From an optimization exercise on the open Yosys and OpenROAD flow, aimed at small area, a short achievable clock period and few clock cycles per item; shortcuts taken in it are not production practice.
Only simulation tests tie the RTL to the original design; equivalence was not proved.
Power is estimated from default activity; no workload was simulated.

## maple
==> flow/design.v (excerpt) <==
module cla_mp_add_seq #(
    parameter int NUM_WORDS = 4
) (
    input  logic                                 clk,
    input  logic                                 rst,
    input  logic                                 in_valid,
    output logic                                 in_ready,
    input  logic [NUM_WORDS*cla_pkg::WORD_W-1:0] in_a,
    input  logic [NUM_WORDS*cla_pkg::WORD_W-1:0] in_b,
    input  logic                                 in_cin,
    input  logic                                 in_sub,
    output logic                                 out_valid,
    input  logic                                 out_ready,
    output logic [NUM_WORDS*cla_pkg::WORD_W-1:0] out_sum,
    output logic                                 out_cout,
    output logic                                 out_ovf,
    output logic                                 busy
);
    localparam int W = NUM_WORDS * WORD_W;
    logic [W-1:0] bb, s, sum_r;
    logic         c0, co, cout_r, ovf_r, valid_r, take;
    assign bb   = in_b ^ {W{in_sub}};
    assign c0   = in_cin ^ in_sub;
    assign take = ~valid_r | out_ready;
    add256 u_add (.a(in_a), .b(bb), .cin(c0), .sum(s), .cout(co));
    always_ff @(posedge clk) begin
        if (rst) valid_r <= 1'b0;
        else if (take) valid_r <= in_valid;
    end
    always_ff @(posedge clk) begin
        if (take) begin
            sum_r  <= s;
            cout_r <= co;
            ovf_r  <= in_a[W-1] ^ bb[W-1] ^ s[W-1] ^ co;
        end
    end
    assign in_ready  = take;
    assign out_valid = valid_r;
    assign busy      = valid_r;
    assign out_sum   = sum_r;
    assign out_cout  = cout_r;
    assign out_ovf   = ovf_r;
endmodule
clock: 10.0 ns
lec_check: 0
abc_area: 1
cap_margin: 20
core_margin: 2
core_utilization: 40
cts_buf_list: sky130_fd_sc_hd__clkbuf_4 sky130_fd_sc_hd__clkbuf_8
setup_slack_margin: 5
slew_margin: 20
run.sh (not shown) runs the stock make flow with config.mk's settings and CLKGATE_MAP_FILE= SYNTH_SCRIPT=/design/flow/synth_recipe.tcl, a recipe that flattens the netlist after the stock synthesis.
No stage failed in maple, and the final checks on the layout all came back clean.
Testbench counts of maple, summed over its fixed seeds: cycles 1,608, items 1,600.
#### Input delta (nickel over maple)
- removing SETUP_SLACK_MARGIN (formerly 5)
==> flow/flow/run.sh (new file) <==
#!/bin/bash
# Layout flow: the standard ORFS flow, with the port buffers inserted as the smallest buffer
# (repair_design and repair_timing still resize them where timing needs it), and timing repair
# aimed at a setup slack of 5.35 ns.
set -euo pipefail
export BUFFER_PORTS_ARGS="-buffer_cell sky130_fd_sc_hd__buf_1"
export SETUP_SLACK_MARGIN=5.35
bash standard.sh > standard_flow.log 2>&1
==> flow/standard.sh (new file) <==
#!/bin/bash
# synth_recipe.tcl (not shown) runs the flow's synth.tcl, then flattens the netlist and writes it again
# the make line also repeats each setting of config.mk as NAME=value (left out here)
make -C /OpenROAD-flow-scripts/flow DESIGN_CONFIG=/design/flow/config.mk WORK_HOME=/design/flow/orfs CLKGATE_MAP_FILE= SYNTH_SCRIPT=/design/flow/synth_recipe.tcl "${@:-finish}"
removed: flow/run.sh
Results
- Against maple, setup slack in nickel came out better.
- Diff nickel and maple: first-pass GRT wire length higher in maple
- nickel ends up with a final instance area that is 8.5% lower than in maple.
The following lists how violet was set up differently from nickel:
- SETUP_SLACK_MARGIN newly set to 5
==> flow/flow/run.sh <==
#!/bin/bash
# Layout flow: the standard ORFS flow, with the port buffers inserted as the smallest buffer
# (repair_design and repair_timing still resize them where timing needs it).
set -euo pipefail
export BUFFER_PORTS_ARGS="-buffer_cell sky130_fd_sc_hd__buf_1"
bash standard.sh > standard_flow.log 2>&1
==> comparison <==
Diff nickel -> violet: final weighted congestion of routability-driven global placement moved down; final clock period utilization by the worst path moved up; design area moved down; total power moved down. Taking nickel as the reference point, the non-clock buffer count in the final layout of violet falls by 111. Global routing met2 resource utilization ended up 4.7 points lower on violet than on nickel. nickel was routed with more vias than violet.
Modified inputs, raven compared to violet
- CTS_BUF_LIST removed (was sky130_fd_sc_hd__clkbuf_4 sky130_fd_sc_hd__clkbuf_8)
==> flow/run.sh (new file) <==
#!/bin/bash
# synth_recipe.tcl (not shown) runs the flow's synth.tcl, then flattens the netlist and writes it again
# the make line also repeats each setting of config.mk as NAME=value (left out here)
make -C /OpenROAD-flow-scripts/flow DESIGN_CONFIG=/design/flow/config.mk WORK_HOME=/design/flow/orfs CLKGATE_MAP_FILE= SYNTH_SCRIPT=/design/flow/synth_recipe.tcl finish
removed: flow/flow/run.sh
removed: flow/standard.sh
raven vs violet, non-clock buffer contribution to total cell area went up by 12 points.
Relative contribution of combinational cells to total power on raven is up relative to violet.
Taking violet as the reference, in raven post-route non-filler standard cell count moved up; design area grew by 20%; total negative setup slack essentially unchanged.

* * *

run A:
Another version of the RTL of cla_mp_add_seq (not shown whole).
Size in the first run: ~2300 cells after synthesis, about 780 I/O pins.
clock: 10.0 ns
lec_check: 0
abc_area: 1
cap_margin: 20
core_aspect_ratio: 0.4
core_margin: 2
core_utilization: 50
cts_buf_list: sky130_fd_sc_hd__clkbuf_4
setup_slack_margin: 5
slew_margin: 20
standard.sh (not shown) runs the stock make flow with config.mk's settings and CLKGATE_MAP_FILE= SYNTH_SCRIPT=/design/flow/synth_recipe.tcl, a recipe that flattens the netlist after the stock synthesis.
==> flow/flow/run.sh <==
#!/bin/bash
# Layout flow: the standard ORFS flow, with the port buffers inserted as the smallest buffer
# (repair_design and repair_timing still resize them where timing needs it).
set -euo pipefail
export BUFFER_PORTS_ARGS="-buffer_cell sky130_fd_sc_hd__buf_1"
bash standard.sh > standard_flow.log 2>&1
Testbench counts of run A, summed over its fixed seeds: cycles 1,608, items 1,600.
Input changes introduced in run B (baseline for comparison: run A):
Settings: CAP_MARGIN changed from 20 to 5; CTS_BUF_LIST changed from sky130_fd_sc_hd__clkbuf_4 to sky130_fd_sc_hd__clkbuf_4 sky130_fd_sc_hd__clkbuf_8; SLEW_MARGIN changed from 20 to 5; CTS_CLUSTER_SIZE newly set to 12; CTS_CLUSTER_DIAMETER newly set to 60.
## What came out
In run B the final critical-path required period turned out 0.042 ns higher than in run A.
| clock power | lower: run B |
Comparing run B against run A, there is no change at all in proportion of synthesized flip-flops having asynchronous set or reset.
| number of H-tree levels | run B vs run A | 2 lower |
[diff] post-route total power, run B relative to run A: improvement
Note that the sum of met3 wire segment lengths after detailed routing recorded for run A amounts to 1.20 times the value seen in run B.
in_ready as the capture point of the worst path was reported by run A, and sum_r[234]$_DFFE_PP_ by run B.
Summary: with run A as the reference, detailed-route vias per instance in run B moved up slightly.
Run B ended up with a lower final area than run A did.
Input changes introduced in run C (baseline for comparison: run B):
Settings: changing SLEW_MARGIN from 5 to 20; changing CORE_UTILIZATION from 50 to 40; changing CTS_BUF_LIST from sky130_fd_sc_hd__clkbuf_4 sky130_fd_sc_hd__clkbuf_8 to sky130_fd_sc_hd__clkbuf_4; removing CTS_CLUSTER_SIZE (formerly 12); removing CORE_ASPECT_RATIO (formerly 0.4); removing CTS_CLUSTER_DIAMETER (formerly 60); changing CAP_MARGIN from 5 to 20.
Findings:
- No stage failed in run C, and the final checks on the layout all came back clean.
- When run C is measured against run B, its fraction of power consumed by the clock network turns out 6.4 points higher.
- Taking run B as the reference, in run C power per cell area picked up an extra about 9%; final total power picked up an extra 490 uW; data required time of the critical path picked up an extra 0.23 ns; total placed cells including tap cells picked up an extra 126.
- Summary: routed wire length, run C worse than run B
- From run B to run C the numbers moved as follows: number of gates resized after cts grew by 6, critical path depth shows an increase of about 4.5%.
For run D, these inputs were changed with respect to run C:
Settings: CTS_BUF_LIST changed from sky130_fd_sc_hd__clkbuf_4 to sky130_fd_sc_hd__clkbuf_4 sky130_fd_sc_hd__clkbuf_8.
==> summary.txt <==
met2 layer wire length in the routed design across run C and run D: no real change.
Going from run C to run D, cell-internal power went up; area share of fa/ha/maj cells after synthesis now sits at about the same level; power grew by 1.9%; number of logic stages on the critical path including buffering grew by 1.
Run D: full flow OK, the timing, DRC and antenna checks passed

-- separate check: timing with driven ports --
The results above use ideal ports. As a check the final layouts listed here were re-extracted and re-timed, cells and wires unchanged.
Step 1 sets driving cells, clkbuf_16 on the clock port and buf_2 on the other inputs (assumed; they add their load-dependent delay and slew).
Step 2 adds t to the input delays and takes it off the output delays; t is the mean of the earliest and latest rising clock arrival at the registers after step 1. Input paths then give back, and output paths get back, about the clock's delay inside the block.
Three values: ideal, step 1, step 2; two values: the first two.
run	t (ns)	slack for setup (ns)	worst setup path at the end	latest minus earliest clock arrival (ns)	worst data-port slew with drivers (ns)
maple	0.702	5.009 / 4.854 / 4.152	input to register	0.020 / 0.021	0.31
nickel	0.710	5.051 / 4.829 / 4.118	input to register	0.030 / 0.031	0.31
violet	0.674	5.013 / 4.826 / 4.152	input to register	0.038 / 0.038	0.26
raven	0.602	5.006 / 4.677 / 4.075	input to register	0.027 / 0.026	0.50
run A	0.808	5.225 / 5.152 / 4.344	input to register	0.040 / 0.041	0.16
run B	0.637	5.183 / 5.057 / 4.420	input to register	0.040 / 0.040	0.19
run C	0.831	5.182 / 5.141 / 4.310	input to register	0.079 / 0.079	0.14
run D	0.673	5.108 / 5.034 / 4.361	input to register	0.015 / 0.015	0.14
After both steps setup and hold are still met in every run listed. The setup slack of nickel, which loses most, moves by -0.222 ns with the drivers and by -0.933 ns with both steps.
